From an optimization exercise on the open Yosys and OpenROAD flow, aimed at small area and a short achievable clock period; shortcuts taken in it are not production practice. At most, simulation tests tie the RTL to the original design; equivalence was not proved. Only the layout flow was run in runs 1 and 3; the RTL was not checked for function there. No activity file was given, so power comes from the tool's default toggle rates.

--- design/flow/run.sh ---
#!/bin/bash
# synth_recipe.tcl (not shown) runs the flow's synth.tcl, then flattens the netlist and writes it again
# the make line also repeats each setting of config.mk as NAME=value (left out here)
make -C /OpenROAD-flow-scripts/flow DESIGN_CONFIG=/design/flow/config.mk WORK_HOME=/design/flow/orfs CLKGATE_MAP_FILE= SYNTH_SCRIPT=/design/flow/synth_recipe.tcl finish
--- design/flow/config.mk ---
export PLATFORM = sky130hd
export DESIGN_NAME = rob_top
export DESIGN_NICKNAME = rob_top
export VERILOG_FILES = /design/flow/design.v
export SDC_FILE = /design/flow/constraint.sdc
export NUM_CORES = 4
export LEC_CHECK = 0
export CAP_MARGIN = 20
export CORE_MARGIN = 2
export CORE_UTILIZATION = 40
export SETUP_SLACK_MARGIN = 2.5
export SLEW_MARGIN = 20
--- design/flow/constraint.sdc ---
create_clock -name core_clock -period 5.5 [get_ports {clk}]
set_input_delay 1.1000 -clock core_clock [delete_from_list [all_inputs] [get_ports {clk}]]
set_output_delay 1.1000 -clock core_clock [all_outputs]
set_load 0.01 [all_outputs]
--- design/flow/design.v ---
`timescale 1ns/100ps
`default_nettype none
module rob_top (
	input wire clk,
	input wire rst_n,
	input wire pipe_flush,
	input wire [1:0] disp_valid,
	input wire [105:0] disp_pkt,
	output wire [1:0] disp_ready,
	output wire [9:0] resp_tag,
	input wire [1:0] wb_valid,
	input wire [9:0] wb_tag,
	input wire wb_br_misp,
	input wire wb_br_dir,
	input wire [31:0] wb_redirect_pc,
	output wire [1:0] ret_valid,
	output wire [181:0] ret_pkt
);
	localparam int PW = 49;  
	localparam int SW = PW + 7;
	localparam int S_V = 0;
	localparam int S_C = 1;
	localparam int S_EX0 = 2;
	localparam int S_EX1 = 3;
	localparam int S_MIS = 4;
	localparam int S_DIR = 5;
	localparam int S_BR = 6;
	localparam int S_PAY = 7;
	logic [4:0] h_q, h1_q, t_q, t1_q;
	logic [4:0] cnt_q;  
	logic rdy0_q, rdy1_q;  
	logic rv0_q, rv1_q;  
	logic [7:0] es_q, os_q;  
	logic [15:0] v_q;     
	logic [15:0] c_q;     
	logic [15:0] br_q;    
	logic [15:0] dir_q;   
	logic [15:0] mis_q;   
	logic [15:0] ex1_q;   
	logic [15:0] ex0_q;   
	logic [16*PW-1:0] pay_q;
	logic [SW-1:2] l0_q, l1_q;  
	logic mp_q;
	logic [4:0] mp_tag_q;
	logic [31:0] mp_pc_q;
	logic [31:0] redir;
	assign redir = mp_pc_q & {32{mp_q}};
	assign disp_ready = {rdy1_q, rdy0_q} & {2{!pipe_flush}};
	assign resp_tag = {t1_q, t_q};
	assign ret_valid = {rv1_q, rv0_q};
	assign ret_pkt[90:0] = {l0_q[SW-1:S_PAY], h_q, l0_q[S_BR], l0_q[S_DIR], l0_q[S_MIS],
		l0_q[S_EX1], l0_q[S_EX0], redir};
	assign ret_pkt[181:91] = {l1_q[SW-1:S_PAY], h1_q, l1_q[S_BR], l1_q[S_DIR], l1_q[S_MIS],
		l1_q[S_EX1], l1_q[S_EX0], redir};
	logic acc0, acc1;
	assign acc0 = disp_valid[0] && rdy0_q && !pipe_flush;
	assign acc1 = disp_valid[1] && rdy1_q && !pipe_flush;
	function automatic logic [SW-1:0] wr_image(input logic [52:0] p);
		wr_image = {p[52:4], p[3], 1'b0, 1'b0, p[0], p[1] & !p[0], p[2] | p[1] | p[0], 1'b0};
	endfunction
	logic [SW-1:0] wi0, wi1;
	assign wi0 = wr_image(disp_pkt[52:0]);
	assign wi1 = wr_image(disp_pkt[105:53]);
	logic [SW-1:0] wr_e, wr_o;
	assign wr_e = t_q[0] ? wi1 : wi0;
	assign wr_o = t_q[0] ? wi0 : wi1;
	logic cut0, cut1, rflush;
	assign cut0 = l0_q[S_MIS] | l0_q[S_EX1] | l0_q[S_EX0];
	assign cut1 = l1_q[S_MIS] | l1_q[S_EX1] | l1_q[S_EX0];
	assign rflush = (rv0_q & cut0) | (rv1_q & cut1);
	logic [4:0] new_dist, old_dist;
	logic mp_upd;
	assign new_dist = wb_tag[4:0] - h_q;
	assign old_dist = mp_tag_q - h_q;
	assign mp_upd = wb_valid[0] && wb_br_misp && (!mp_q || new_dist < old_dist);
	always_ff @(posedge clk) begin
		if (mp_upd) begin
			mp_tag_q <= wb_tag[4:0];
			mp_pc_q <= wb_redirect_pc;
		end
	end
	logic [SW-1:0] img [16];
	for (genvar i = 0; i < 16; i++) begin : g_slot
		localparam logic [3:0] IDX = 4'(i);
		wire [SW-1:0] wr = (i % 2 == 0) ? wr_e : wr_o;
		wire alloc = (acc0 && t_q[3:0] == IDX) || (acc1 && t1_q[3:0] == IDX);
		wire clr = (rv0_q && h_q[3:0] == IDX) || (rv1_q && h1_q[3:0] == IDX);
		wire wb0 = wb_valid[0] && wb_tag[3:0] == IDX;
		wire wb1 = wb_valid[1] && wb_tag[8:5] == IDX;
		always_ff @(posedge clk or negedge rst_n) begin
			if (!rst_n) begin
				v_q[i] <= 1'b0;
			end else if (pipe_flush) begin
				v_q[i] <= 1'b0;
			end else if (alloc) begin
				v_q[i] <= 1'b1;
			end else if (clr || rflush) begin
				v_q[i] <= 1'b0;
			end
		end
		always_ff @(posedge clk) begin
			if (!v_q[i]) begin
				pay_q[i*PW +: PW] <= wr[SW-1:S_PAY];
				br_q[i] <= wr[S_BR];
				ex1_q[i] <= wr[S_EX1];
				ex0_q[i] <= wr[S_EX0];
				c_q[i] <= wr[S_C];
				dir_q[i] <= 1'b0;
				mis_q[i] <= 1'b0;
			end else begin
				if (wb0 || wb1) begin
					c_q[i] <= 1'b1;
				end
				if (wb0) begin
					dir_q[i] <= wb_br_dir;
					mis_q[i] <= wb_br_misp;
				end
			end
		end
		assign img[i] = {pay_q[i*PW +: PW], br_q[i], dir_q[i], mis_q[i], ex1_q[i], ex0_q[i],
			c_q[i], v_q[i]};
	end
	logic [1:0] rcnt;
	logic [4:0] h_n;
	logic eadv, oadv, hp;
	logic [7:0] esel, osel;
	assign rcnt = {rv1_q, rv0_q & !rv1_q};
	assign h_n = h_q + {3'd0, rcnt};
	assign eadv = rv1_q | (rv0_q & !h_q[0]);
	assign oadv = rv1_q | (rv0_q & h_q[0]);
	assign esel = eadv ? {es_q[6:0], es_q[7]} : es_q;
	assign osel = oadv ? {os_q[6:0], os_q[7]} : os_q;
	assign hp = h_n[0];
	logic [SW-1:0] rd_e, rd_o, cur0, cur1;
	always_comb begin
		rd_e = '0;
		rd_o = '0;
		for (int j = 0; j < 8; j++) begin
			rd_e = rd_e | ({SW{esel[j]}} & img[2*j]);
			rd_o = rd_o | ({SW{osel[j]}} & img[2*j+1]);
		end
	end
	assign cur0 = hp ? rd_o : rd_e;
	assign cur1 = hp ? rd_e : rd_o;
	logic [SW-1:0] bus0, bus1;
	assign bus0 = (hp ^ t_q[0]) ? wi1 : wi0;
	assign bus1 = (hp ^ t_q[0]) ? wi0 : wi1;
	logic at0, at1, ws0, ws1, al0, al1;
	assign at0 = cnt_q == {3'd0, rcnt};
	assign at1 = cnt_q == {3'd0, rcnt} + 5'd1;
	assign ws0 = at0;
	assign ws1 = at0 | at1;
	assign al0 = acc0 & at0;
	assign al1 = (acc1 & at0) | (acc0 & at1);
	logic [3:0] hk0, hk1;
	logic wb0_0, wb1_0, wb0_1, wb1_1;
	assign hk0 = h_n[3:0];
	assign hk1 = h_n[3:0] + 4'd1;
	assign wb0_0 = wb_valid[0] && wb_tag[3:0] == hk0;
	assign wb1_0 = wb_valid[1] && wb_tag[8:5] == hk0;
	assign wb0_1 = wb_valid[0] && wb_tag[3:0] == hk1;
	assign wb1_1 = wb_valid[1] && wb_tag[8:5] == hk1;
	function automatic logic [SW-1:0] next_image(input logic [SW-1:0] cur, input logic [SW-1:0] bus,
			input logic ws, input logic alloc, input logic wb0, input logic wb1, input logic kill,
			input logic cutall, input logic bdir, input logic bmis);
		logic [SW-1:0] n;
		if (ws) begin
			n = bus;
		end else begin
			n = cur;
			n[S_C] = cur[S_C] | wb0 | wb1;
			if (wb0) begin
				n[S_DIR] = bdir;
				n[S_MIS] = bmis;
			end
		end
		n[S_V] = !kill && (alloc || (cur[S_V] && !cutall));
		next_image = n;
	endfunction
	logic [SW-1:0] l0_n, l1_n;
	logic rv0_n, rv1_n;
	assign l0_n = next_image(cur0, bus0, ws0, al0, wb0_0, wb1_0, pipe_flush, rflush, wb_br_dir,
		wb_br_misp);
	assign l1_n = next_image(cur1, bus1, ws1, al1, wb0_1, wb1_1, pipe_flush, rflush, wb_br_dir,
		wb_br_misp);
	assign rv0_n = l0_n[S_V] & l0_n[S_C];
	assign rv1_n = rv0_n & !(l0_n[S_MIS] | l0_n[S_EX1] | l0_n[S_EX0]) & l1_n[S_V] & l1_n[S_C] &
		!(l0_n[S_BR] & l1_n[S_BR]);
	always_ff @(posedge clk) begin
		l0_q <= l0_n[SW-1:2];
		l1_q <= l1_n[SW-1:2];
	end
	logic [4:0] cnt_n;
	logic mp_n;
	assign cnt_n = cnt_q + {4'd0, acc0} + {4'd0, acc1} - {3'd0, rcnt};
	assign mp_n = mp_q | mp_upd;
	always_ff @(posedge clk or negedge rst_n) begin
		if (!rst_n) begin
			h_q <= 5'd0;
			h1_q <= 5'd1;
			t_q <= 5'd0;
			t1_q <= 5'd1;
			cnt_q <= 5'd0;
			rdy0_q <= 1'b1;
			rdy1_q <= 1'b1;
			rv0_q <= 1'b0;
			rv1_q <= 1'b0;
			es_q <= 8'b1;
			os_q <= 8'b1;
			mp_q <= 1'b0;
		end else if (pipe_flush) begin
			h_q <= 5'd0;
			h1_q <= 5'd1;
			t_q <= 5'd0;
			t1_q <= 5'd1;
			cnt_q <= 5'd0;
			rdy0_q <= 1'b1;
			rdy1_q <= 1'b1;
			rv0_q <= 1'b0;
			rv1_q <= 1'b0;
			es_q <= 8'b1;
			os_q <= 8'b1;
			mp_q <= 1'b0;
		end else begin
			h_q <= h_n;
			h1_q <= h1_q + {3'd0, rcnt};
			t_q <= t_q + {4'd0, acc0} + {4'd0, acc1};
			t1_q <= t1_q + {4'd0, acc0} + {4'd0, acc1};
			cnt_q <= cnt_n;
			rdy0_q <= !mp_n && cnt_n != 5'd16;
			rdy1_q <= !mp_n && cnt_n < 5'd15;
			rv0_q <= rv0_n;
			rv1_q <= rv1_n;
			es_q <= esel;
			os_q <= osel;
			mp_q <= mp_n;
		end
	end
endmodule
`default_nettype wire
==> flow_summary.toml, run 1 <==
[clocking]
cts_hold_repair.buffers = 0
htreeDepth = 3
clk_pin_slew_ps = 60
clk_latency_ps = 730
cts-root-buf = "clkbuf_16"
cts_tree = "yes"
cts_num_sinks = 1087
cts_buffer_depth = 3
cts_buffers = 111

[flow_run]
maxCapViolations = 0

[finish]
multi_input_area_um2 = 13200
area_growth_pct = 22.4
drive_gt1_frac = 0.149
nFillCells = 9556
seq_area_um2 = 31000
stdcell_area_um2 = 54700
nets = 3798

[critical_path]
crit_path_end_kind = "flip-flop"
crit_family = "adder cells"
start_kind = "flip-flop"
worstPathCellList = "buf_12, buf_6, ha_4, inv_4, fa_2, ha_4, a21o_1, a21o_1, a21oi_1, nor2b_1, o21ai_2, and3_4, clkbuf_16"
cpPeakStageDelay_ps = 580
cp_max_fo = 9
cp_num_buf_inv = 4
ff2ff_setup_slack_ps = 2380
critPathKind = "reg2reg"
cp_slowest_cell = "fa_2"
critPathRequiredTime_ps = 5910
cp.arrival_ps = 3520

[pwr]
power_w = 0.0302
vdd_ir_drop_max_v = 0.000394
p_leak_nw = 20.2
pwr_density_cell_nw_per_um2 = 552

[floorplanning]
die_y_um = 338
io-pin-count = 353
rows = 122
die_width_um = 338
initial_utilization = 0.403
core_um2 = 111000
dieArea_um2 = 114000

[worst_hold_path]
hp-class = "in2async"

[placement]
place_area_um2 = 49700
port_buffers = 351
dp_hpwl_um = 88400
place.gp.congestion = 0.904

[detailed_routing]
drc = 0
routed_via_density = 6.05
ant_nets = 0
drt-pass1-iter-count = 11
vias = 31500
routed_wl_um = 155000
routedWlPerCell_um = 29.9
drt_iter0_markers = 3949

[logic_synthesis]
ys_seq_area_frac = 0.692
syn-mean-instance-area_um2 = 13.8
yosys.area.top_type_share = 0.594
syn-cell-area_um2 = 44700
synth_ff_type = "edfxtp_1"
synth.area.top_cells = "edfxtp_1 (59%), a22oi_1 (6.9%), dfxtp_1 (6.3%), dfrtp_1 (3.1%), mux2_2 (3.1%)"
synth_warnings = 2
postSynthCellCount = 3238
synth_edf_count = 885
synth_top_area_cell = "edfxtp_1"
ys_ff_latch = 1087
syn-num-nets = 3428
async_flop_share = 0.0570
synth_cell_types = 72

[global_routing]
grt_pass1_wl_um = 214000
grt_max_degree = 108
track_usage = 0.256
antenna_found_initial = 7
grt_overflow = 0
grt_pass1_vias = 29300

[timing]
min_period_ps = 3120
setup_viol = 0
hold_viol = 0
timing.fmax_ghz = 0.321
skew_ps = 40.9
timing.final.crit_share = 0.567
slew-limit-headroom = 0.235
fin_setup_tns_ps = 0
holdWs_ps = 390
worstMarginPinSlew_ps = 1140
rsz0062_at_grt = "yes"
drv_slew = 0

[status]
status = "timing/DRC/antenna clean"
==> cell usage in the layout (no fill, tap or decap), types with 13 or more instances in the layout <==
cell type        instances
buf_12                  20
nor2_1                  99
and4_1                  15
ha_1                    19
mux2_2                 110
buf_4                   92
xnor2_1                 18
a22o_1                  29
o21ai_1                 89
nor3_1                  34
dfxtp_1                140
clkbuf_1                25
and2_1                  31
o21ai_0                 22
a221oi_1                34
nand2_1                339
clkinv_1                23
clkbuf_16              116
edfxtp_1               885
a31oi_1                 19
o31ai_1                 18
or2_2                   18
mux2i_1                 80
dfrtp_1                 43
dlygate4sd2_1           63
a22oi_1                409
nor2b_1                 30
nand3_1                 57
clkinv_2                37
or3_1                   25
xor2_1                  16
and3_1                  18
clkdlybuf4s50_1        278
nand4_1                 62
a21oi_1                 65
o211ai_1                49
mux2_4                  13
inv_1                   32
==> kinds of logic (layout without fill, tap and decap cells) <==
group           after synthesis  in the layout  synth area share
compound gates              804            804             0.128
fa+ha+maj                    33             33            0.0106
simple gates                772            778            0.0824
flops                      1087           1087             0.692
other cells                   0              5                 0
mux                         210            219            0.0508
xor+xnor                     40             41           0.00800
buf+inv                     292            744            0.0282
==> power by group <==
| group | total (W) | switching [W] | internal, W |
|---|---|---|---|
| Sequential | 0.0122 | 0.000798 | 0.0114 |
| Clock | 0.00751 | 0.00325 | 0.00426 |
| Combinational | 0.0104 | 0.00671 | 0.00374 |
==> flip-flops by register name, summed over array words and instances, names as in the netlist, 32 cells and up <==
register	cells
l1_q	54
pay_q	784
l0_q	54
mp_pc_q	32
==> what timing repair did <==
action / in CTS / in global routing
gates cloned: 8 / 11
pin swaps: 6 / 20
gates resized for setup: 134 / 56
buffers inserted: 21 / 47
setup endpoints to repair: 274 / 117
==> cell usage after synthesis (all sizes together) (35+ instances only) <==
library cell	instances
edfxtp	885
a22oi	409
nand2	343
clkbuf	149
dfxtp	140
mux2	130
o21ai	116
nor2	105
buf	88
mux2i	80
a21oi	69
nand4	62
nand3	60
dfrtp	56
inv	55
o211ai	49
a221oi	36
and2	35
==> final timing paths <==
| check | from | to | cells past startpoint |
|---|---|---|---|
| hold / removal | rst_n | h1_q[2]$_DFF_PN0_ | 1 |
| hold reg to reg | dir_q[0]$_SDFFE_PN0P_ | dir_q[0]$_SDFFE_PN0P_ | 2 |
| max in group asynchronous | rst_n | h_q[0]$_DFF_PN0_ | 2 |
| min in group core_clock | dir_q[0]$_SDFFE_PN0P_ | dir_q[0]$_SDFFE_PN0P_ | 2 |
| setup / recovery | h_q[0]$_DFF_PN0_ | mp_pc_q[25]$_DFFE_PP_ | 13 |
| setup reg to reg | h_q[0]$_DFF_PN0_ | mp_pc_q[25]$_DFFE_PP_ | 13 |
==> area by class of cell <==
type,count,share of cell area
multi-input cells,1875,0.242
flip-flops and latches,1087,0.566
clock inverters,62,0.0103
well taps,1488,0.0340
diodes,5,0.000229
repair buffers,478,0.0867
clock buffers,149,0.0562
inverters,55,0.00453
==> through the flow <==
| stage | setup WS (ps) | std cells | utilization |
|---|---|---|---|
| 2_1_floorplan | 2100 | 3238 | - |
| 3_3_place_gp | 1040 | 4896 | 0.449 |
| 3_5_place_dp | 1000 | 4896 | 0.449 |
| 4_1_cts | 2300 | 5136 | 0.486 |
| 5_1_grt | 2320 | 5194 | 0.494 |
| 6_report | 2380 | 5199 | 0.494 |
==> layer usage <==
metal / global-route usage / up-vias / wire length (µm)
met5: 0 / - / 46
met4: 0.0711 / 8 / 4780
met2: 0.379 / 2136 / 66500
met3: 0.0622 / 304 / 18700
li1: - / 13300 / -
met1: 0.375 / 15700 / 65300
==> run 2: changes to the inputs <==
--- a/design/flow/design.v
+++ b/design/flow/design.v
@@ -33,10 +33,9 @@
 	logic [7:0] es_q, os_q;  
 	logic [15:0] v_q;     
-	logic [15:0] c_q;     
 	logic [15:0] br_q;    
 	logic [15:0] dir_q;   
 	logic [15:0] mis_q;   
-	logic [15:0] ex1_q;   
-	logic [15:0] ex0_q;   
+	logic [15:0] st1_q;
+	logic [15:0] st0_q;
 	logic [16*PW-1:0] pay_q;
 	logic [SW-1:2] l0_q, l1_q;  
@@ -69,9 +68,8 @@
 	assign cut1 = l1_q[S_MIS] | l1_q[S_EX1] | l1_q[S_EX0];
 	assign rflush = (rv0_q & cut0) | (rv1_q & cut1);
-	logic [4:0] new_dist, old_dist;
+	logic [4:0] age_diff;
 	logic mp_upd;
-	assign new_dist = wb_tag[4:0] - h_q;
-	assign old_dist = mp_tag_q - h_q;
-	assign mp_upd = wb_valid[0] && wb_br_misp && (!mp_q || new_dist < old_dist);
+	assign age_diff = wb_tag[4:0] - mp_tag_q;
+	assign mp_upd = wb_valid[0] && wb_br_misp && (!mp_q || age_diff[4]);
 	always_ff @(posedge clk) begin
 		if (mp_upd) begin
@@ -103,12 +101,11 @@
 				pay_q[i*PW +: PW] <= wr[SW-1:S_PAY];
 				br_q[i] <= wr[S_BR];
-				ex1_q[i] <= wr[S_EX1];
-				ex0_q[i] <= wr[S_EX0];
-				c_q[i] <= wr[S_C];
+				st1_q[i] <= wr[S_EX1] | wr[S_EX0];
+				st0_q[i] <= wr[S_EX1] | (wr[S_C] & !wr[S_EX0]);
 				dir_q[i] <= 1'b0;
 				mis_q[i] <= 1'b0;
 			end else begin
 				if (wb0 || wb1) begin
-					c_q[i] <= 1'b1;
+					st0_q[i] <= 1'b1;
 				end
 				if (wb0) begin
@@ -118,6 +115,6 @@
 			end
 		end
-		assign img[i] = {pay_q[i*PW +: PW], br_q[i], dir_q[i], mis_q[i], ex1_q[i], ex0_q[i],
-			c_q[i], v_q[i]};
+		assign img[i] = {pay_q[i*PW +: PW], br_q[i], dir_q[i], mis_q[i], st1_q[i], st0_q[i],
+			1'b0, v_q[i]};
 	end
 	logic [1:0] rcnt;
@@ -132,5 +129,5 @@
 	assign osel = oadv ? {os_q[6:0], os_q[7]} : os_q;
 	assign hp = h_n[0];
-	logic [SW-1:0] rd_e, rd_o, cur0, cur1;
+	logic [SW-1:0] rd_e, rd_o, raw0, raw1, cur0, cur1;
 	always_comb begin
 		rd_e = '0;
@@ -141,9 +138,17 @@
 		end
 	end
-	assign cur0 = hp ? rd_o : rd_e;
-	assign cur1 = hp ? rd_e : rd_o;
+	assign raw0 = hp ? rd_o : rd_e;
+	assign raw1 = hp ? rd_e : rd_o;
+	function automatic logic [SW-1:0] decode_st(input logic [SW-1:0] raw);
+		logic [SW-1:0] d;
+		d = raw;
+		d[S_EX1] = raw[S_EX1] & raw[S_EX0];
+		d[S_EX0] = raw[S_EX1] & !raw[S_EX0];
+		d[S_C] = raw[S_EX1] | raw[S_EX0];
+		decode_st = d;
+	endfunction
+	assign cur0 = decode_st(raw0);
+	assign cur1 = decode_st(raw1);
 	logic [SW-1:0] bus0, bus1;
-	assign bus0 = (hp ^ t_q[0]) ? wi1 : wi0;
-	assign bus1 = (hp ^ t_q[0]) ? wi0 : wi1;
 	logic at0, at1, ws0, ws1, al0, al1;
 	assign at0 = cnt_q == {3'd0, rcnt};
@@ -153,4 +158,6 @@
 	assign al0 = acc0 & at0;
 	assign al1 = (acc1 & at0) | (acc0 & at1);
+	assign bus0 = wi0;
+	assign bus1 = at0 ? wi1 : wi0;
 	logic [3:0] hk0, hk1;
 	logic wb0_0, wb1_0, wb0_1, wb1_1;
==> flow_summary.toml, run 2 <==
[logic_synthesis]
ys_seq_area_frac = 0.708
postSynthCellCount = 2893
ys_ff_latch = 1071
synth.area.top_cells = "edfxtp_1 (61%), dfxtp_1 (6.5%), a22oi_1 (6.0%), mux2_2 (3.6%), dfrtp_1 (3.3%)"
synth_most_common_cell = "edfxtp_1"
synth_ff_type = "edfxtp_1"
yosys.area.top_type_share = 0.607
syn-cell-area_um2 = 43000
syn-num-nets = 3072
syn-mean-instance-area_um2 = 14.9
synth_warnings = 2
synth_commonest_cells = "edfxtp_1 (869), a22oi_1 (343), dfxtp_1 (140)"
async_flop_share = 0.0579
synth_edf_count = 869
synth_cell_types = 77
synth_top_area_cell = "edfxtp_1"

[global_routing]
grt_pass1_vias = 27400
antenna_found_initial = 18
track_usage = 0.244
grt_max_degree = 76
grt_overflow = 0
grt_pass1_wl_um = 197000

[floorplanning]
rows = 120
die_y_um = 332
die_width_um = 332
dieArea_um2 = 110000
io-pin-count = 353
initial_utilization = 0.402
core_um2 = 107000

[critical_path]
critPathKind = "reg2reg"
cpPeakStageDelay_ps = 490
critPathRequiredTime_ps = 6110
cp.arrival_ps = 3660
r2r_end = "rv1_q$_DFF_PN0_"
rr_worst_depth = 9
crit_path_end_kind = "flip-flop"
cp_slowest_cell = "dfrtp_2"
ff2ff_setup_slack_ps = 2450
worstPathCellList = "inv_2, o21ai_4, mux2_8, buf_4, a22oi_1, nand3_1, o311a_1, o2bb2a_4, and4b_1"
cp_max_fo = 21
start_kind = "flip-flop"
critical_path.endpoint = "rv1_q$_DFF_PN0_"
worstSetupStartpoint = "rv0_q$_DFF_PN0_"
reg2reg_from = "rv0_q$_DFF_PN0_"

[timing]
skew_ps = 32.4
hold_viol = 0
timing.final.crit_share = 0.555
drv_slew = 0
fin_setup_tns_ps = 0
timing.fmax_ghz = 0.327
min_period_ps = 3050
slew-limit-headroom = 0.293
rsz0062_at_grt = "yes"
setup_viol = 0
worstMarginPinSlew_ps = 1060

[finish]
nFillCells = 9103
utilization = 0.491
stdcell_area_um2 = 52500
reg_top3 = "pay_q (784), l0_q (54), l1_q (54)"
largest_reg_flops = 784
nets = 3437
drive_gt1_frac = 0.166
area_growth_pct = 22.0
final_cell_mix = "edfxtp_1 (869), a22oi_1 (342), clkdlybuf4s50_1 (276)"
regMostFlops = "pay_q"
final_common_cell = "edfxtp_1"

[detailed_routing]
wl_met2_um = 62700
drc = 0
routedWlPerCell_um = 29.5
wl_met1_um = 58700
wl_met3_um = 15500
routed_via_density = 5.99
routed_wl_um = 141000
ant_nets = 0
drt-pass1-iter-count = 6
drt_iter0_markers = 3341
highest_layer = "met5"
vias = 28500

[clocking]
cts_buffer_depth = 3
clk_latency_ps = 700
cts_hold_repair.buffers = 0
htreeDepth = 3
cts_buffers = 106
cts-root-buf = "clkbuf_16"
clk_pin_slew_ps = 60
cts_num_sinks = 1071
cts_tree = "yes"

[placement]
place.gp.congestion = 0.894
port_buffers = 351
dp_hpwl_um = 80300
place_area_um2 = 47800

[pwr]
p_leak_nw = 19.2
vdd_ir_drop_max_v = 0.000358
pwr_density_cell_nw_per_um2 = 541

[flow_run]
maxCapViolations = 0

[status]
status = "timing/DRC/antenna clean"

[worst_hold_path]
hp-class = "reg2reg"
run 2: kinds of logic after synthesis:
logic type,after synthesis,share of synthesized area
flip-flops,1071,0.708
AO/OA/AOI/OAI,796,0.135
AND/OR/NAND/NOR,484,0.0573
buffers and inverters,261,0.0282
multiplexers,227,0.0576
XOR/XNOR,32,0.00669
adder cells (fa/ha/maj),22,0.00745
run 2: how the worst min path moves through the flow:
stage / start / end / cells past startpoint
after CTS: dir_q[0]$_SDFFE_PN0P_ / dir_q[0]$_SDFFE_PN0P_ / 2
after detailed placement: dir_q[0]$_SDFFE_PN0P_ / dir_q[0]$_SDFFE_PN0P_ / 2
after global placement: dir_q[0]$_SDFFE_PN0P_ / dir_q[0]$_SDFFE_PN0P_ / 2
after floorplan: dir_q[0]$_SDFFE_PN0P_ / dir_q[0]$_SDFFE_PN0P_ / 2
final: dir_q[0]$_SDFFE_PN0P_ / dir_q[0]$_SDFFE_PN0P_ / 2
after global routing: dir_q[0]$_SDFFE_PN0P_ / dir_q[0]$_SDFFE_PN0P_ / 2
run 2: area by class of cell:
class	count	area, µm²	area share
Sequential cell	1071	30500	0.581
Multi-Input combinational cell	1571	12000	0.229
Timing Repair Buffer	463	4520	0.0862
Clock buffer	160	3130	0.0597
Tap cell	1403	1760	0.0335
Clock inverter	41	363	0.00692
Inverter	45	173	0.00329
Antenna cell	5	12.5	0.000239
run 2: power by group:
part | switching (W) | internal, W
clock | 0.00311 | 0.00413
sequential | 0.000813 | 0.0112
combinational | 0.00552 | 0.00360
run 2: worst max-delay path: cells and delay by family, from the launching register on:
family	cells	cell delay [ps]
mux	1	450
buf+inv	2	440
flops	1	490
compound gates	4	1170
simple gates	2	430
run 2: repair_timing:
action / in CTS / in global routing
endpoints found under the setup margin: 216 / 86
pin swaps: 14 / 29
cloned: 5 / 5
setup buffers: 35 / 29
hold endpoints to repair: 0 / 0
gates resized for setup: 118 / 67
run 2: layer usage:
layer / vias to the layer above / GRT usage
li1: 12200 / -
met1: 14400 / 0.344
met2: 1661 / 0.380
met3: 258 / 0.0602
met4: 26 / 0.0556
met5: - / 0
run 2: per-stage QoR:
step | hold slack [ps] | total power [W] | instances | setup slack [ps]
CTS | 474 | 0.0280 | 4720 | 2350
finish | 475 | 0.0284 | 4759 | 2450
floorplan | 434 | 0.0168 | 2893 | 2380
detailed placement | 464 | 0.0205 | 4479 | 1630
global placement | 460 | 0.0204 | 4479 | 1650
global route | 496 | 0.0295 | 4757 | 2400
==> run 3: changes to the inputs <==
--- a/design/flow/design.v
+++ b/design/flow/design.v
@@ -39,5 +39,5 @@
 	logic [15:0] st0_q;
 	logic [16*PW-1:0] pay_q;
-	logic [SW-1:2] l0_q, l1_q;  
+	logic [SW-1:0] l0_q, l1_q;  
 	logic mp_q;
 	logic [4:0] mp_tag_q;
@@ -186,15 +186,67 @@
 	endfunction
 	logic [SW-1:0] l0_n, l1_n;
-	logic rv0_n, rv1_n;
 	assign l0_n = next_image(cur0, bus0, ws0, al0, wb0_0, wb1_0, pipe_flush, rflush, wb_br_dir,
 		wb_br_misp);
 	assign l1_n = next_image(cur1, bus1, ws1, al1, wb0_1, wb1_1, pipe_flush, rflush, wb_br_dir,
 		wb_br_misp);
-	assign rv0_n = l0_n[S_V] & l0_n[S_C];
-	assign rv1_n = rv0_n & !(l0_n[S_MIS] | l0_n[S_EX1] | l0_n[S_EX0]) & l1_n[S_V] & l1_n[S_C] &
-		!(l0_n[S_BR] & l1_n[S_BR]);
+	logic [7:0] es2, os2;
+	logic [SW-1:0] fe, fo, f2raw, f3raw;
+	logic [SW-1:0] fk [4];
+	assign es2 = {es_q[6:0], es_q[7]};
+	assign os2 = {os_q[6:0], os_q[7]};
+	always_comb begin
+		fe = '0;
+		fo = '0;
+		for (int j = 0; j < 8; j++) begin
+			fe = fe | ({SW{es2[j]}} & img[2*j]);
+			fo = fo | ({SW{os2[j]}} & img[2*j+1]);
+		end
+	end
+	assign f2raw = h_q[0] ? fo : fe;
+	assign f3raw = h_q[0] ? fe : fo;
+	assign fk[0] = {{PW{1'b0}}, l0_q[S_BR:S_V]};
+	assign fk[1] = {{PW{1'b0}}, l1_q[S_BR:S_V]};
+	assign fk[2] = decode_st(f2raw);
+	assign fk[3] = decode_st(f3raw);
+	logic [SW-1:0] nf [4];
+	always_comb begin
+		for (int k = 0; k < 4; k++) begin
+			logic w0, w1, ws, al, hit0, hit1;
+			logic [3:0] hs;
+			w0 = cnt_q == 5'(k);
+			w1 = (k > 0) && cnt_q == 5'(k - 1);
+			ws = w0 | w1;
+			al = (acc0 & w0) | (acc1 & w1);
+			hs = h_q[3:0] + 4'(k);
+			hit0 = wb_valid[0] && wb_tag[3:0] == hs;
+			hit1 = wb_valid[1] && wb_tag[8:5] == hs;
+			nf[k] = next_image(fk[k], w0 ? wi0 : wi1, ws, al, hit0, hit1, pipe_flush, rflush,
+				wb_br_dir, wb_br_misp);
+		end
+	end
+	logic [SW-1:0] g0_n, g1_n;
+	logic rv0_n, rv1_n;
+	always_comb begin
+		if (rv1_q) begin
+			g0_n = nf[2];
+			g1_n = nf[3];
+		end else if (rv0_q) begin
+			g0_n = nf[1];
+			g1_n = nf[2];
+		end else begin
+			g0_n = nf[0];
+			g1_n = nf[1];
+		end
+	end
+	assign rv0_n = g0_n[S_V] & g0_n[S_C];
+	assign rv1_n = rv0_n & !(g0_n[S_MIS] | g0_n[S_EX1] | g0_n[S_EX0]) & g1_n[S_V] & g1_n[S_C] &
+		!(g0_n[S_BR] & g1_n[S_BR]);
 	always_ff @(posedge clk) begin
-		l0_q <= l0_n[SW-1:2];
-		l1_q <= l1_n[SW-1:2];
+		l0_q[SW-1:S_DIR] <= l0_n[SW-1:S_DIR];
+		l1_q[SW-1:S_DIR] <= l1_n[SW-1:S_DIR];
+		l0_q[S_MIS:S_C] <= g0_n[S_MIS:S_C];
+		l1_q[S_MIS:S_C] <= g1_n[S_MIS:S_C];
+		l0_q[S_BR] <= g0_n[S_BR];
+		l1_q[S_BR] <= g1_n[S_BR];
 	end
 	logic [4:0] cnt_n;
@@ -216,4 +268,6 @@
 			os_q <= 8'b1;
 			mp_q <= 1'b0;
+			l0_q[S_V] <= 1'b0;
+			l1_q[S_V] <= 1'b0;
 		end else if (pipe_flush) begin
 			h_q <= 5'd0;
@@ -229,4 +283,6 @@
 			os_q <= 8'b1;
 			mp_q <= 1'b0;
+			l0_q[S_V] <= 1'b0;
+			l1_q[S_V] <= 1'b0;
 		end else begin
 			h_q <= h_n;
@@ -242,4 +298,6 @@
 			os_q <= osel;
 			mp_q <= mp_n;
+			l0_q[S_V] <= g0_n[S_V];
+			l1_q[S_V] <= g1_n[S_V];
 		end
 	end
==> design/flow/flow/run.sh (new file) <==
#!/bin/bash
# The standard layout (standard.sh) with two changes: plain buf_1 cells as the port buffers
# instead of the buffer_ports default, and a clock tree of clkbuf_8 cells under a clkbuf_16
# root with no dummy loads. Make's output goes to standard_flow.log; each ORFS step keeps its
# own log under orfs/logs/.
set -euo pipefail
export BUFFER_PORTS_ARGS="-buffer_cell sky130_fd_sc_hd__buf_1"
export CTS_ARGS="-sink_clustering_enable -repair_clock_nets -dont_use_dummy_load -root_buf sky130_fd_sc_hd__clkbuf_16 -buf_list sky130_fd_sc_hd__clkbuf_8 -sink_clustering_size 12 -sink_clustering_max_diameter 50"
bash standard.sh finish > standard_flow.log 2>&1
==> design/flow/standard.sh (new file) <==
#!/bin/bash
# synth_recipe.tcl (not shown) runs the flow's synth.tcl, then flattens the netlist and writes it again
# the make line also repeats each setting of config.mk as NAME=value (left out here)
make -C /OpenROAD-flow-scripts/flow DESIGN_CONFIG=/design/flow/config.mk WORK_HOME=/design/flow/orfs CLKGATE_MAP_FILE= SYNTH_SCRIPT=/design/flow/synth_recipe.tcl "${@:-finish}"
--- a/design/flow/config.mk
+++ b/design/flow/config.mk
@@ -9,4 +9,4 @@
 export CORE_MARGIN = 2
 export CORE_UTILIZATION = 40
-export SETUP_SLACK_MARGIN = 2.5
+export SETUP_SLACK_MARGIN = 2.7
 export SLEW_MARGIN = 20
removed: design/flow/run.sh
==> flow_summary.toml, run 3 <==
[floorplanning]
rows = 122
dieArea_um2 = 114000
die_width_um = 337
io-pin-count = 353
initial_utilization = 0.402
die_y_um = 337
core_um2 = 110000

[clocking]
cts_hold_repair.buffers = 0
clk_latency_ps = 670
cts-root-buf = "clkbuf_16"
cts_num_sinks = 1075
cts_buffer_depth = 3
clk_pin_slew_ps = 80
cts_tree = "yes"
htreeDepth = 3
cts_buffers = 113

[finish]
final_common_cell = "edfxtp_1"
drive_gt1_frac = 0.165
regMostFlops = "pay_q"
area_growth_pct = 13.3
final_cell_mix = "edfxtp_1 (869), buf_1 (337), a22oi_1 (315)"
largest_reg_flops = 784
stdcell_area_um2 = 50300
nFillCells = 9894
nets = 3606
utilization = 0.456
reg_top3 = "pay_q (784), l0_q (56), l1_q (56)"

[placement]
place_area_um2 = 47100
dp_hpwl_um = 85000
port_buffers = 351
place.gp.congestion = 0.863

[critical_path]
cp.arrival_ps = 3320
critPathRequiredTime_ps = 6000
ff2ff_setup_slack_ps = 2680
crit_path_end_kind = "flip-flop"
cp_max_fo = 35
critPathKind = "reg2reg"
start_kind = "flip-flop"

[detailed_routing]
routed_wl_um = 145000
drt-pass1-iter-count = 6
routedWlPerCell_um = 29.4
ant_nets = 0
routed_via_density = 5.90
drt_iter0_markers = 3049
drc = 0
vias = 29000

[flow_run]
maxCapViolations = 0

[logic_synthesis]
syn-mean-instance-area_um2 = 14.6
ys_seq_area_frac = 0.688
ys_ff_latch = 1075
synth_edf_count = 869
synth_commonest_cells = "edfxtp_1 (869), a22oi_1 (315), mux2_2 (162)"
synth_top_area_cell = "edfxtp_1"
synth_ff_type = "edfxtp_1"
syn-cell-area_um2 = 44400
synth_cell_types = 86
yosys.area.top_type_share = 0.588
syn-num-nets = 3232
synth.area.top_cells = "edfxtp_1 (59%), dfxtp_1 (6.4%), a22oi_1 (5.3%), mux2_2 (4.1%), dfrtp_1 (3.3%)"
synth_warnings = 4
synth_most_common_cell = "edfxtp_1"
async_flop_share = 0.0595
postSynthCellCount = 3046

[timing]
skew_ps = 52.9
slew-limit-headroom = 0.257
fin_setup_tns_ps = 0
timing.fmax_ghz = 0.355
drv_slew = 0
setup_viol = 0
timing.final.crit_share = 0.512
hold_viol = 0
min_period_ps = 2820
worstMarginPinSlew_ps = 1110
rsz0062_at_grt = "yes"

[global_routing]
track_usage = 0.245
grt_max_degree = 71
grt_pass1_vias = 27300
grt_pass1_wl_um = 200000
grt_overflow = 0
antenna_found_initial = 21

[pwr]
vdd_ir_drop_max_v = 0.000386
p_leak_nw = 17.8
pwr_density_cell_nw_per_um2 = 511
power_w = 0.0257

[status]
status = "timing/DRC/antenna clean"

[worst_hold_path]
hp-class = "reg2reg"
-- run 3: changes by cell type in the layout (fill, tap and decap cells not counted), sizes merged, moves of 41 or more --
cell / previous run / this run
a21boi: 3 / 103
buf: 114 / 454
nand3: 54 / 101
dlygate4sd2: 65 / 0
clkdlybuf4s50: 276 / 0
mux2i: 81 / 124
o22ai: 46 / 5
-- run 3: per-layer routing --
| layer | track usage | up-vias | wire, µm | share of wire |
|---|---|---|---|---|
| met5 | 0 | - | 128 | 0.00089 |
| met4 | 0.0807 | 20 | 4910 | 0.034 |
| met3 | 0.0560 | 286 | 14200 | 0.098 |
| met2 | 0.367 | 1456 | 62500 | 0.43 |
| met1 | 0.352 | 14700 | 62800 | 0.43 |
| li1 | - | 12600 | - | - |
-- run 3: kinds of logic (layout without fill, tap and decap cells) --
| kind of cell | after synthesis | after routing | synth area share |
|---|---|---|---|
| flops | 1075 | 1075 | 0.688 |
| compound gates | 808 | 809 | 0.133 |
| simple gates | 539 | 541 | 0.0620 |
| mux | 288 | 292 | 0.0696 |
| buf+inv | 259 | 624 | 0.0286 |
| xor+xnor | 48 | 48 | 0.00964 |
| fa+ha+maj | 29 | 29 | 0.00919 |
| other cells | 0 | 8 | 0 |
-- run 3: path summary, 6_finish.rpt --
kind | start | endpoint | cells past startpoint
worst max-delay path | rv1_q$_DFF_PN0_ | l0_q[19]$_DFF_P_ | 10
worst min-delay path | dir_q[0]$_SDFFE_PN0P_ | dir_q[0]$_SDFFE_PN0P_ | 2
worst max register to register | rv1_q$_DFF_PN0_ | l0_q[19]$_DFF_P_ | 10
worst min register to register | dir_q[0]$_SDFFE_PN0P_ | dir_q[0]$_SDFFE_PN0P_ | 2
max in group asynchronous | rst_n | t_q[0]$_DFF_PN0_ | 2
min in group asynchronous | rst_n | t_q[3]$_DFF_PN0_ | 2
-- run 3: final cells by class --
class                           count  area [µm²]  share of cell area
Antenna cell                        8        20.0            0.000398
Clock buffer                      113        1660              0.0330
Inverter                           39         179             0.00356
Multi-Input combinational cell   1719       13300               0.265
Sequential cell                  1075       30600               0.608
Tap cell                         1488        1860              0.0370
Timing Repair Buffer              471        2680              0.0534
Timing Repair inverter              1        8.76            0.000174
-- run 3: per-stage QoR --
| stage | setup WS, ps | hold slack [ps] | cells |
|---|---|---|---|
| 6_report | 2680 | 468 | 4914 |
| 5_1_grt | 2620 | 491 | 4910 |
| 4_1_cts | 2630 | 467 | 4876 |
| 3_5_place_dp | 1220 | 460 | 4724 |
| 3_3_place_gp | 1250 | 449 | 4724 |
| 2_1_floorplan | 2520 | 437 | 3046 |
-- run 3: power breakdown --
part / leakage, nW / switching [W] / internal (W)
logic: 5.76 / 0.00570 / 0.00332
registers: 11.1 / 0.000819 / 0.0113
clock network: 0.859 / 0.00262 / 0.00197
total: 17.8 / 0.00914 / 0.0166
-- run 3: worst max-delay path, stage by stage (launching register included) --
cell      delay (ps)
dfrtp_4          540
buf_12           170
a21oi_4          130
buf_12           180
mux2_4           360
buf_12           180
a22o_1           290
a221oi_1         260
nand3_1          180
mux2i_1          160
a21oi_1          130
-- run 3: what timing repair did --
| item | in CTS | in global routing |
|---|---|---|
| cloned | 8 | 4 |
| endpoints found under the setup margin | 218 | 121 |
| resized for setup | 100 | 85 |
| buffers inserted | 31 | 26 |
| pin swaps | 18 | 31 |
==> run 4: changes to the inputs <==
--- a/design/flow/design.v
+++ b/design/flow/design.v
@@ -44,5 +44,5 @@
 	logic [31:0] mp_pc_q;
 	logic [31:0] redir;
-	assign redir = mp_pc_q & {32{mp_q}};
+	assign redir = mp_pc_q;
 	assign disp_ready = {rdy1_q, rdy0_q} & {2{!pipe_flush}};
 	assign resp_tag = {t1_q, t_q};
@@ -75,5 +75,9 @@
 		if (mp_upd) begin
 			mp_tag_q <= wb_tag[4:0];
-			mp_pc_q <= wb_redirect_pc;
+		end
+	end
+	always_ff @(posedge clk) begin
+		if (mp_upd || !mp_q) begin
+			mp_pc_q <= wb_redirect_pc & {32{mp_upd}};
 		end
 	end
==> flow_summary.toml, run 4 <==
[status]
status = "timing/DRC/antenna clean"

[finish]
area_growth_pct = 13.5
final_common_cell = "edfxtp_1"
regMostFlops = "pay_q"
reg_top3 = "pay_q (784), l0_q (56), l1_q (56)"
nFillCells = 9676
nets = 3626
final_cell_mix = "edfxtp_1 (869), a22oi_1 (349), buf_1 (346)"
largest_reg_flops = 784
stdcell_area_um2 = 50100
drive_gt1_frac = 0.165

[pwr]
vdd_ir_drop_max_v = 0.000283
seq_power_share = 0.491
intPower_w = 0.0161
switching_power_w = 0.00855
clock_power_share = 0.186
pwr_density_cell_nw_per_um2 = 491
combinationalPowerShare = 0.324
netSwitchingFraction = 0.347
p_leak_nw = 17.8

[critical_path]
cp_max_fo = 15
start_kind = "flip-flop"
critPathKind = "reg2reg"
crit_path_end_kind = "flip-flop"
cp.arrival_ps = 3360
critPathRequiredTime_ps = 6020

[clocking]
htreeDepth = 3
cts_tree = "yes"
clk_pin_slew_ps = 70
cts_buffers = 111
clk_latency_ps = 660
cts-root-buf = "clkbuf_16"
cts_hold_repair.buffers = 0
cts_buffer_depth = 3
cts_num_sinks = 1075

[detailed_routing]
drt-pass1-iter-count = 6
ant_nets = 0
drt_iter0_markers = 3564
drc = 0
routed_via_density = 6.00
routed_wl_um = 146000
routedWlPerCell_um = 29.6
vias = 29500

[timing]
worstMarginPinSlew_ps = 1090
timing.fmax_ghz = 0.352
rsz0062_at_grt = "yes"
min_period_ps = 2840
skew_ps = 72.6
drv_slew = 0
setup_viol = 0
hold_viol = 0
timing.final.crit_share = 0.516
slew-limit-headroom = 0.270
fin_setup_tns_ps = 0

[global_routing]
use_met2 = 0.373
met1_usage = 0.359
met3_usage = 0.0624
antenna_found_initial = 27
track_usage = 0.250
grt_pass1_wl_um = 203000
grt_overflow = 0
top_usage_layer = "met2"
grt_pass1_vias = 27800
grt_max_degree = 65

[logic_synthesis]
syn-mean-instance-area_um2 = 14.5
postSynthCellCount = 3045
synth_edf_count = 869
synth_top_area_cell = "edfxtp_1"
ys_seq_area_frac = 0.692
yosys.area.top_type_share = 0.591
syn-cell-area_um2 = 44200
synth_ff_type = "edfxtp_1"
synth_most_common_cell = "edfxtp_1"
synth_commonest_cells = "edfxtp_1 (869), a22oi_1 (349), mux2_2 (166)"
synth_warnings = 4
async_flop_share = 0.0595
synth_cell_types = 71
ys_ff_latch = 1075
syn-num-nets = 3231
synth.area.top_cells = "edfxtp_1 (59%), dfxtp_1 (6.4%), a22oi_1 (5.9%), mux2_2 (4.2%), dfrtp_1 (3.3%)"

[worst_hold_path]
hp-class = "reg2reg"

[floorplanning]
die_width_um = 336
core_um2 = 109000
io-pin-count = 353
die_y_um = 336
dieArea_um2 = 113000
rows = 121
initial_utilization = 0.405

[placement]
dp_hpwl_um = 88300
place_area_um2 = 47000
port_buffers = 351
place.gp.congestion = 0.870

[flow_run]
maxCapViolations = 0
## run 4: repair_timing
action | CTS | global route
setup buffers | 41 | 23
setup endpoints to repair | 178 | 86
gates cloned | 10 | 1
pin swaps | 23 | 20
gates resized for setup | 104 | 56
## run 4: final timing paths
path,startpoint,to,slack [ps],cells past startpoint
setup / recovery,h_q[0]$_DFF_PN0_,rv1_q$_DFF_PN0_,2660,10
hold / removal,dir_q[0]$_SDFFE_PN0P_,dir_q[0]$_SDFFE_PN0P_,470,2
setup reg to reg,h_q[0]$_DFF_PN0_,rv1_q$_DFF_PN0_,2660,10
hold reg to reg,dir_q[0]$_SDFFE_PN0P_,dir_q[0]$_SDFFE_PN0P_,470,2
max in group asynchronous,rst_n,h_q[0]$_DFF_PN0_,4120,2
min in group asynchronous,rst_n,os_q[6]$_DFF_PN0_,680,2
## run 4: layout make-up
cell class	instances	area (µm²)	area share
Antenna cell	10	25.0	0.000499
Clock buffer	111	1630	0.0325
Inverter	43	174	0.00347
Multi-Input combinational cell	1707	13000	0.259
Sequential cell	1075	30600	0.610
Tap cell	1476	1850	0.0368
Timing Repair Buffer	502	2900	0.0579
## run 4: per-stage QoR
step	hold slack, ps	power [W]	util	setup WS [ps]	instances
6_report	474	0.0246	0.459	2660	4924
5_1_grt	502	0.0256	0.459	2600	4920
4_1_cts	475	0.0243	0.455	2570	4890
3_5_place_dp	465	0.0190	0.431	1590	4728
3_3_place_gp	461	0.0189	0.431	1640	4728
2_1_floorplan	437	0.0162	-	2370	3045
## run 4: kinds of logic (layout without fill, tap and decap cells)
family / count (synthesis) / count (layout) / share of synthesized area
AOI/OAI and AO/OA: 794 / 796 / 0.127
DFF: 1075 / 1075 / 0.692
other: 0 / 10 / 0
muxes: 293 / 295 / 0.0711
and+or+nand+nor: 538 / 539 / 0.0612
adders and majority gates: 29 / 29 / 0.00924
xor gates and xnor gates: 48 / 48 / 0.00986
buffers and inverters: 268 / 656 / 0.0295
## run 4: power by group through the flow
stage | Clock, W | Combinational [W] | Sequential, W
after global routing | 0.00490 | 0.00842 | 0.0122
after floorplan | 0 | 0.00420 | 0.0120
final | 0.00456 | 0.00796 | 0.0121
after global placement | 0 | 0.00673 | 0.0122
after CTS | 0.00462 | 0.00764 | 0.0120
after detailed placement | 0 | 0.00677 | 0.0122
## run 4: worst max-delay path, cell delays in order (launching register included)
cell and delay, ps:
dfrtp_4 530, buf_8 190, inv_8 110, ha_4 230
xnor2_4 180, nand3_2 110, nor3_4 160, mux2_4 320
a221o_1 340, nand4bb_1 270, and4b_1 290
## run 4: layer usage
layer,wire length (µm),part of all wire
met3,16200,0.11
met4,4510,0.031
met5,190,0.0013
met2,63000,0.43
met1,62000,0.43
==> run 5: changes to the inputs <==
--- a/design/flow/flow/run.sh
+++ b/design/flow/flow/run.sh
@@ -6,4 +6,4 @@
 set -euo pipefail
 export BUFFER_PORTS_ARGS="-buffer_cell sky130_fd_sc_hd__buf_1"
-export CTS_ARGS="-sink_clustering_enable -repair_clock_nets -dont_use_dummy_load -root_buf sky130_fd_sc_hd__clkbuf_16 -buf_list sky130_fd_sc_hd__clkbuf_8 -sink_clustering_size 12 -sink_clustering_max_diameter 50"
+export CTS_ARGS="-sink_clustering_enable -repair_clock_nets -dont_use_dummy_load -root_buf sky130_fd_sc_hd__clkbuf_16 -buf_list sky130_fd_sc_hd__clkbuf_8 -sink_clustering_size 16 -sink_clustering_max_diameter 50"
 bash standard.sh finish > standard_flow.log 2>&1
--- a/design/flow/config.mk
+++ b/design/flow/config.mk
@@ -8,5 +8,5 @@
 export CAP_MARGIN = 20
 export CORE_MARGIN = 2
-export CORE_UTILIZATION = 40
-export SETUP_SLACK_MARGIN = 2.7
+export CORE_UTILIZATION = 60
+export SETUP_SLACK_MARGIN = 2.8
 export SLEW_MARGIN = 20
==> flow_summary.toml, run 5 <==
[detailed_routing]
drc = 0
routed_wl_um = 154000
drt-pass1-iter-count = 6
routed_via_density = 6.91
ant_nets = 0
drt_iter0_markers = 4090
vias = 31100
routedWlPerCell_um = 34.2

[finish]
final_cell_mix = "edfxtp_1 (869), buf_1 (343), a22oi_1 (312)"
regMostFlops = "pay_q"
drive_gt1_frac = 0.217
largest_reg_flops = 784
stdcell_count = 4500
final_common_cell = "edfxtp_1"
area_growth_pct = 16.9
nets = 3714
reg_top3 = "pay_q (784), l0_q (56), l1_q (56)"

[pwr]
power_w = 0.0255
p_leak_nw = 18.7
vdd_ir_drop_max_v = 0.000791
pwr_density_cell_nw_per_um2 = 493

[flow_run]
maxCapViolations = 0

[timing]
timing.final.crit_share = 0.513
min_period_ps = 2820
drv_slew = 0
setup_viol = 0
slew-limit-headroom = 0.276
timing.fmax_ghz = 0.354
hold_viol = 0
skew_ps = 71.2
worstMarginPinSlew_ps = 1090
fin_setup_tns_ps = 0
rsz0062_at_grt = "yes"

[global_routing]
grt_pass1_vias = 29600
track_usage = 0.388
grt_max_degree = 54
antenna_found_initial = 12
grt_overflow = 0
grt_pass1_wl_um = 207000

[clocking]
clk_pin_slew_ps = 80
cts_tree = "yes"
cts_buffer_depth = 3
cts_num_sinks = 1075
htreeDepth = 3
cts-root-buf = "clkbuf_16"
cts_hold_repair.buffers = 0
clk_latency_ps = 640
cts_buffers = 102

[critical_path]
reg2reg_from = "rv1_q$_DFF_PN0_"
critPathRequiredTime_ps = 6020
crit_path_end_kind = "flip-flop"
worstSetupStartpoint = "rv1_q$_DFF_PN0_"
start_kind = "flip-flop"
cp.arrival_ps = 3340
cp_max_fo = 14
ff2ff_setup_slack_ps = 2680
critPathKind = "reg2reg"

[status]
status = "timing/DRC/antenna clean"

[logic_synthesis]
postSynthCellCount = 3045
yosys.area.top_type_share = 0.591
synth_ff_type = "edfxtp_1"
synth_top_area_cell = "edfxtp_1"
syn-mean-instance-area_um2 = 14.5
synth_most_common_cell = "edfxtp_1"
synth_edf_count = 869
synth_cell_types = 71
synth_warnings = 4
synth.area.top_cells = "edfxtp_1 (59%), dfxtp_1 (6.4%), a22oi_1 (5.9%), mux2_2 (4.2%), dfrtp_1 (3.3%)"
synth_commonest_cells = "edfxtp_1 (869), a22oi_1 (349), mux2_2 (166)"
syn-cell-area_um2 = 44200
ys_ff_latch = 1075
syn-num-nets = 3231
ys_seq_area_frac = 0.692
async_flop_share = 0.0595

[placement]
port_buffers = 351
dpl.cell_count = 4213
place.gp.congestion = 0.966
dp_hpwl_um = 82800

[floorplanning]
io-pin-count = 353
dieArea_um2 = 75800
core_um2 = 73000
die_width_um = 275
die_y_um = 275
initial_utilization = 0.605
rows = 99

[worst_hold_path]
hold_start = "dir_q[0]$_SDFFE_PN0P_"
hp-class = "reg2reg"
-- run 5: cell count changes in the layout (fill, tap and decap cells not counted), moves of 23 or more --
| cell | delta |
|---|---|
| a221oi_1 | -23 |
| a22oi_2 | +37 |
| buf_4 | +33 |
| buf_12 | +23 |
| a22oi_1 | -37 |
| a221oi_2 | +23 |
-- run 5: repair_timing --
item / CTS / global route
pin swaps: 55 / 101
setup endpoints to repair: 203 / 112
cloned: 21 / 16
buffers inserted: 86 / 47
resized for setup: 222 / 190
-- run 5: final timing paths --
kind | end | cells after the start
min in group asynchronous | mp_q$_DFF_PN0_ | 1
hold / removal | dir_q[0]$_SDFFE_PN0P_ | 2
hold reg to reg | dir_q[0]$_SDFFE_PN0P_ | 2
setup reg to reg | l0_q[12]$_DFF_P_ | 13
max in group asynchronous | l1_q[0]$_DFF_PN0_ | 2
setup / recovery | l0_q[12]$_DFF_P_ | 13
-- run 5: cell type report --
class                      count  area [µm²]
antenna                       15        37.5
clock buffer                 102        1510
fill                        4991       21300
timing repair buffer         598        4430
tap                          959        1200
sequential                  1075       30600
inverter                      43         186
multi-input combinational   1708       13700
-- run 5: metrics by stage --
step / hold WS [ps] / setup WS, ps / util / instance area [µm²]
after floorplan: 437 / 2370 / - / 44300
after global placement: 457 / 1670 / 0.635 / 46300
after detailed placement: 466 / 1660 / 0.635 / 46300
after CTS: 473 / 2680 / 0.686 / 50000
after global routing: 492 / 2580 / 0.707 / 51600
final: 470 / 2680 / 0.708 / 51600
-- run 5: critical path, stage by stage, from the launching register on --
cell and delay [ps]:
dfrtp_1 410, buf_12 140, clkinvlp_4 190, buf_4 210, buf_12 150, o211ai_1 140
buf_6 210, nand2_2 140, buf_4 220, a2111oi_4 380, nand3_1 120, buf_4 180
mux2i_1 140, a21oi_1 90
-- run 5: per-layer routing --
layer | wire length, µm | vias to the layer above | GRT usage
met5 | 50 | - | 0
met1 | 56300 | 15500 | 0.516
met2 | 68800 | 2325 | 0.591
li1 | - | 12800 | -
met4 | 8580 | 8 | 0.198
met3 | 20000 | 446 | 0.108
-- run 5: cell families (layout without fill, tap and decap cells) --
family | count (synthesis) | count (layout) | synth area share
AO/OA/AOI/OAI | 794 | 795 | 0.127
XOR/XNOR | 48 | 48 | 0.00986
adder cells (fa/ha/maj) | 29 | 29 | 0.00924
buffers and inverters | 268 | 743 | 0.0295
flip-flops | 1075 | 1075 | 0.692
multiplexers | 293 | 297 | 0.0711
other | 0 | 15 | 0
AND/OR/NAND/NOR | 538 | 539 | 0.0612
-- run 5: where the power goes --
part / switching, W / leakage [nW] / total (W) / internal, W
Clock: 0.00253 / 0.780 / 0.00433 / 0.00180
Sequential: 0.000858 / 11.2 / 0.0121 / 0.0112
Combinational: 0.00554 / 6.71 / 0.00906 / 0.00352
Total: 0.00893 / 18.7 / 0.0255 / 0.0165
==> run 6: changes to the inputs <==
--- a/design/flow/design.v
+++ b/design/flow/design.v
@@ -28,5 +28,6 @@
 	localparam int S_PAY = 7;
 	logic [4:0] h_q, h1_q, t_q, t1_q;
-	logic [4:0] cnt_q;  
+	logic [16:0] cq_q;  
+	logic eadv_q, oadv_q, hp_q;  
 	logic rdy0_q, rdy1_q;  
 	logic rv0_q, rv1_q;  
@@ -53,6 +54,6 @@
 		l1_q[S_EX1], l1_q[S_EX0], redir};
 	logic acc0, acc1;
-	assign acc0 = disp_valid[0] && rdy0_q && !pipe_flush;
-	assign acc1 = disp_valid[1] && rdy1_q && !pipe_flush;
+	assign acc0 = disp_valid[0] && rdy0_q;
+	assign acc1 = disp_valid[1] && rdy1_q;
 	function automatic logic [SW-1:0] wr_image(input logic [52:0] p);
 		wr_image = {p[52:4], p[3], 1'b0, 1'b0, p[0], p[1] & !p[0], p[2] | p[1] | p[0], 1'b0};
@@ -124,13 +125,11 @@
 	logic [1:0] rcnt;
 	logic [4:0] h_n;
-	logic eadv, oadv, hp;
+	logic hp;
 	logic [7:0] esel, osel;
 	assign rcnt = {rv1_q, rv0_q & !rv1_q};
 	assign h_n = h_q + {3'd0, rcnt};
-	assign eadv = rv1_q | (rv0_q & !h_q[0]);
-	assign oadv = rv1_q | (rv0_q & h_q[0]);
-	assign esel = eadv ? {es_q[6:0], es_q[7]} : es_q;
-	assign osel = oadv ? {os_q[6:0], os_q[7]} : os_q;
-	assign hp = h_n[0];
+	assign esel = eadv_q ? {es_q[6:0], es_q[7]} : es_q;
+	assign osel = oadv_q ? {os_q[6:0], os_q[7]} : os_q;
+	assign hp = hp_q;
 	logic [SW-1:0] rd_e, rd_o, raw0, raw1, cur0, cur1;
 	always_comb begin
@@ -156,6 +155,6 @@
 	logic [SW-1:0] bus0, bus1;
 	logic at0, at1, ws0, ws1, al0, al1;
-	assign at0 = cnt_q == {3'd0, rcnt};
-	assign at1 = cnt_q == {3'd0, rcnt} + 5'd1;
+	assign at0 = rv1_q ? cq_q[2] : rv0_q ? cq_q[1] : cq_q[0];
+	assign at1 = rv1_q ? cq_q[3] : rv0_q ? cq_q[2] : cq_q[1];
 	assign ws0 = at0;
 	assign ws1 = at0 | at1;
@@ -190,7 +189,7 @@
 	endfunction
 	logic [SW-1:0] l0_n, l1_n;
-	assign l0_n = next_image(cur0, bus0, ws0, al0, wb0_0, wb1_0, pipe_flush, rflush, wb_br_dir,
+	assign l0_n = next_image(cur0, bus0, ws0, al0, wb0_0, wb1_0, 1'b0, rflush, wb_br_dir,
 		wb_br_misp);
-	assign l1_n = next_image(cur1, bus1, ws1, al1, wb0_1, wb1_1, pipe_flush, rflush, wb_br_dir,
+	assign l1_n = next_image(cur1, bus1, ws1, al1, wb0_1, wb1_1, 1'b0, rflush, wb_br_dir,
 		wb_br_misp);
 	logic [7:0] es2, os2;
@@ -218,6 +217,6 @@
 			logic w0, w1, ws, al, hit0, hit1;
 			logic [3:0] hs;
-			w0 = cnt_q == 5'(k);
-			w1 = (k > 0) && cnt_q == 5'(k - 1);
+			w0 = cq_q[k];
+			w1 = (k > 0) && cq_q[(k > 0) ? k - 1 : 0];
 			ws = w0 | w1;
 			al = (acc0 & w0) | (acc1 & w1);
@@ -225,5 +224,5 @@
 			hit0 = wb_valid[0] && wb_tag[3:0] == hs;
 			hit1 = wb_valid[1] && wb_tag[8:5] == hs;
-			nf[k] = next_image(fk[k], w0 ? wi0 : wi1, ws, al, hit0, hit1, pipe_flush, rflush,
+			nf[k] = next_image(fk[k], w0 ? wi0 : wi1, ws, al, hit0, hit1, 1'b0, rflush,
 				wb_br_dir, wb_br_misp);
 		end
@@ -254,7 +253,21 @@
 		l1_q[S_BR] <= g1_n[S_BR];
 	end
-	logic [4:0] cnt_n;
+	logic [2:0] aoh, roh;
+	logic [16:0] cq_n;
+	assign aoh = {acc0 & acc1, acc0 ^ acc1, !acc0 & !acc1};
+	assign roh = {rv1_q, rv0_q & !rv1_q, !rv0_q};
+	always_comb begin
+		for (int k = 0; k < 17; k++) begin
+			cq_n[k] = 1'b0;
+			for (int a = 0; a < 3; a++) begin
+				for (int r = 0; r < 3; r++) begin
+					if (k - a + r >= 0 && k - a + r <= 16) begin
+						cq_n[k] = cq_n[k] | (aoh[a] & roh[r] & cq_q[k - a + r]);
+					end
+				end
+			end
+		end
+	end
 	logic mp_n;
-	assign cnt_n = cnt_q + {4'd0, acc0} + {4'd0, acc1} - {3'd0, rcnt};
 	assign mp_n = mp_q | mp_upd;
 	always_ff @(posedge clk or negedge rst_n) begin
@@ -264,5 +277,8 @@
 			t_q <= 5'd0;
 			t1_q <= 5'd1;
-			cnt_q <= 5'd0;
+			cq_q <= 17'b1;
+			eadv_q <= 1'b0;
+			oadv_q <= 1'b0;
+			hp_q <= 1'b0;
 			rdy0_q <= 1'b1;
 			rdy1_q <= 1'b1;
@@ -279,5 +295,8 @@
 			t_q <= 5'd0;
 			t1_q <= 5'd1;
-			cnt_q <= 5'd0;
+			cq_q <= 17'b1;
+			eadv_q <= 1'b0;
+			oadv_q <= 1'b0;
+			hp_q <= 1'b0;
 			rdy0_q <= 1'b1;
 			rdy1_q <= 1'b1;
@@ -294,7 +313,10 @@
 			t_q <= t_q + {4'd0, acc0} + {4'd0, acc1};
 			t1_q <= t1_q + {4'd0, acc0} + {4'd0, acc1};
-			cnt_q <= cnt_n;
-			rdy0_q <= !mp_n && cnt_n != 5'd16;
-			rdy1_q <= !mp_n && cnt_n < 5'd15;
+			cq_q <= cq_n;
+			rdy0_q <= !mp_n && !cq_n[16];
+			rdy1_q <= !mp_n && !(cq_n[15] | cq_n[16]);
+			eadv_q <= rv1_n | (rv0_n & !h_n[0]);
+			oadv_q <= rv1_n | (rv0_n & h_n[0]);
+			hp_q <= h_n[0] ^ (rv0_n & !rv1_n);
 			rv0_q <= rv0_n;
 			rv1_q <= rv1_n;
--- a/design/flow/flow/run.sh
+++ b/design/flow/flow/run.sh
@@ -6,4 +6,4 @@
 set -euo pipefail
 export BUFFER_PORTS_ARGS="-buffer_cell sky130_fd_sc_hd__buf_1"
-export CTS_ARGS="-sink_clustering_enable -repair_clock_nets -dont_use_dummy_load -root_buf sky130_fd_sc_hd__clkbuf_16 -buf_list sky130_fd_sc_hd__clkbuf_8 -sink_clustering_size 16 -sink_clustering_max_diameter 50"
+export CTS_ARGS="-sink_clustering_enable -repair_clock_nets -dont_use_dummy_load -root_buf sky130_fd_sc_hd__clkbuf_16 -buf_list sky130_fd_sc_hd__clkbuf_8 -sink_clustering_size 12 -sink_clustering_max_diameter 50"
 bash standard.sh finish > standard_flow.log 2>&1
--- a/design/flow/config.mk
+++ b/design/flow/config.mk
@@ -8,5 +8,5 @@
 export CAP_MARGIN = 20
 export CORE_MARGIN = 2
-export CORE_UTILIZATION = 60
-export SETUP_SLACK_MARGIN = 2.8
+export CORE_UTILIZATION = 40
+export SETUP_SLACK_MARGIN = 3.0
 export SLEW_MARGIN = 20
==> flow_summary.toml, run 6 <==
[finish]
area_growth_pct = 15.7
reg_top3 = "pay_q (784), l0_q (56), l1_q (56)"
multi_input_area_um2 = 13200
final_common_cell = "edfxtp_1"
nets = 3711
final_cell_mix = "edfxtp_1 (869), buf_1 (333), a22oi_1 (328)"
nFillCells = 9768
drive_gt1_frac = 0.189
largest_reg_flops = 784
utilization = 0.466
seq_area_um2 = 31000
regMostFlops = "pay_q"

[placement]
dp_hpwl_um = 85300
port_buffers = 351
place.gp.congestion = 0.859

[status]
status = "timing/DRC/antenna clean"

[worst_hold_path]
hold_start = "dir_q[15]$_SDFFE_PN0P_"
hold_depth = 2
hold_end = "dir_q[15]$_SDFFE_PN0P_"
hp-class = "reg2reg"

[global_routing]
grt_overflow = 0
antenna_found_initial = 16
grt_max_degree = 121
grt_pass1_vias = 28500
grt_pass1_wl_um = 206000
track_usage = 0.252

[logic_synthesis]
ys_ff_latch = 1090
synth_ff_type = "edfxtp_1"
postSynthCellCount = 3097
synth_cell_types = 82
synth_commonest_cells = "edfxtp_1 (869), a22oi_1 (328), nor2_1 (175)"
synth.area.top_cells = "edfxtp_1 (59%), dfxtp_1 (6.4%), a22oi_1 (5.5%), dfrtp_1 (4.1%), mux2_2 (3.6%)"
synth_warnings = 4
synth_most_common_cell = "edfxtp_1"
ys_seq_area_frac = 0.696
syn-num-nets = 3277
yosys.area.top_type_share = 0.587
async_flop_share = 0.0725
synth_top_area_cell = "edfxtp_1"
synth_edf_count = 869
syn-cell-area_um2 = 44400
syn-mean-instance-area_um2 = 14.4

[clocking]
cts_tree = "yes"
clk_pin_slew_ps = 80
cts_num_sinks = 1090
cts_buffers = 115
cts-root-buf = "clkbuf_16"
clk_latency_ps = 670
cts_buffer_depth = 3
htreeDepth = 3

[pwr]
vdd_ir_drop_max_v = 0.000462
combinationalPowerShare = 0.324
seq_power_share = 0.482
clock_power_share = 0.194
intPower_w = 0.0157
pwr_density_cell_nw_per_um2 = 468
p_leak_nw = 18.2
switching_power_w = 0.00836
netSwitchingFraction = 0.348

[critical_path]
crit_path_end_kind = "flip-flop"
critPathRequiredTime_ps = 5980
ff2ff_setup_slack_ps = 2850
reg2reg_from = "h_q[1]$_DFF_PN0_"
critPathKind = "reg2reg"
rr_worst_depth = 11
start_kind = "flip-flop"
cp_max_fo = 4
r2r_end = "hp_q$_DFF_PN0_"
cp.arrival_ps = 3130

[floorplanning]
initial_utilization = 0.403
rows = 122
die_width_um = 337
core_um2 = 110000
dieArea_um2 = 114000
io-pin-count = 353
die_y_um = 337

[detailed_routing]
drc = 0
routedWlPerCell_um = 30.1
ant_nets = 0
vias = 30600
drt-pass1-iter-count = 10
drt_iter0_markers = 3680
routed_wl_um = 151000
routed_via_density = 6.09

[timing]
timing.final.crit_share = 0.481
skew_ps = 79.4
setup_viol = 0
drv_slew = 0
slew-limit-headroom = 0.190
fin_setup_tns_ps = 0
rsz0062_at_grt = "yes"
timing.fmax_ghz = 0.378
worstMarginPinSlew_ps = 1200
min_period_ps = 2650
hold_viol = 0

[flow_run]
maxCapViolations = 0
## run 6: power by group through the flow
stage,clock network [W],logic (W),registers [W]
2_1_floorplan,0,0.00399,0.0116
3_3_place_gp,0,0.00649,0.0118
3_5_place_dp,0,0.00652,0.0118
4_1_cts,0.00473,0.00726,0.0116
5_1_grt,0.00501,0.00823,0.0117
6_report,0.00466,0.00780,0.0116
## run 6: cells by family after synthesis
kind of cell	count (synthesis)	share of synthesized area
mux	242	0.0586
compound gates	808	0.132
simple gates	614	0.0697
xor+xnor	42	0.00904
buf+inv	278	0.0282
flops	1090	0.696
fa+ha+maj	23	0.00715
## run 6: final cells by class
cell class | instances | area share
flip-flops and latches | 1090 | 0.603
multi-input cells | 1737 | 0.257
repair buffers | 542 | 0.0675
clock buffers | 115 | 0.0328
well taps | 1488 | 0.0362
inverters | 45 | 0.00397
diodes | 5 | 0.000243
## run 6: worst max-delay path, cell delays in order (launching register included)
cell and delay [ps]:
dfrtp_2 480, buf_12 160, inv_8 70, ha_4 220, xnor2_4 140, nor4b_4 150
buf_4 150, o311a_1 320, a211o_2 340, nand3_2 110, mux2i_1 220, o311ai_1 130
## run 6: repair_timing
action,4_1_cts,5_1_grt
setup endpoints to repair,225,131
setup buffers,70,54
pin swaps,26,39
hold buffers,0,0
gates resized for setup,171,95
endpoints found under the hold margin,0,0
gates cloned,6,10
## run 6: stage by stage
stage	power [W]	worst slack [ps]	hold slack, ps	instances	area [µm²]
after floorplan	0.0156	2630	437	3097	44600
after global placement	0.0183	1800	452	4761	47200
after detailed placement	0.0183	1790	470	4761	47200
after CTS	0.0236	2880	476	4952	50400
after global routing	0.0250	2780	489	5019	51400
final	0.0241	2850	478	5022	51400
## run 6: worst max-delay path by stage
stage / startpoint / to / cells after the start
2_1_floorplan: wb_tag[2] / eadv_q$_DFF_PN0_ / 9
3_3_place_gp: wb_tag[2] / mp_pc_q[5]$_DFFE_PP_ / 6
3_5_place_dp: wb_tag[2] / mp_pc_q[11]$_DFFE_PP_ / 6
4_1_cts: cq_q[2]$_DFF_PN0_ / l1_q[42]$_DFF_P_ / 9
5_1_grt: wb_tag[5] / hp_q$_DFF_PN0_ / 9
6_report: h_q[1]$_DFF_PN0_ / hp_q$_DFF_PN0_ / 11
## run 6: metal layers
metal	track usage	vias up	share of wire
li1	-	12900	-
met1	0.357	15400	0.41
met2	0.380	1974	0.43
met3	0.0715	275	0.13
met4	0.0665	18	0.026
met5	0	-	0.00067
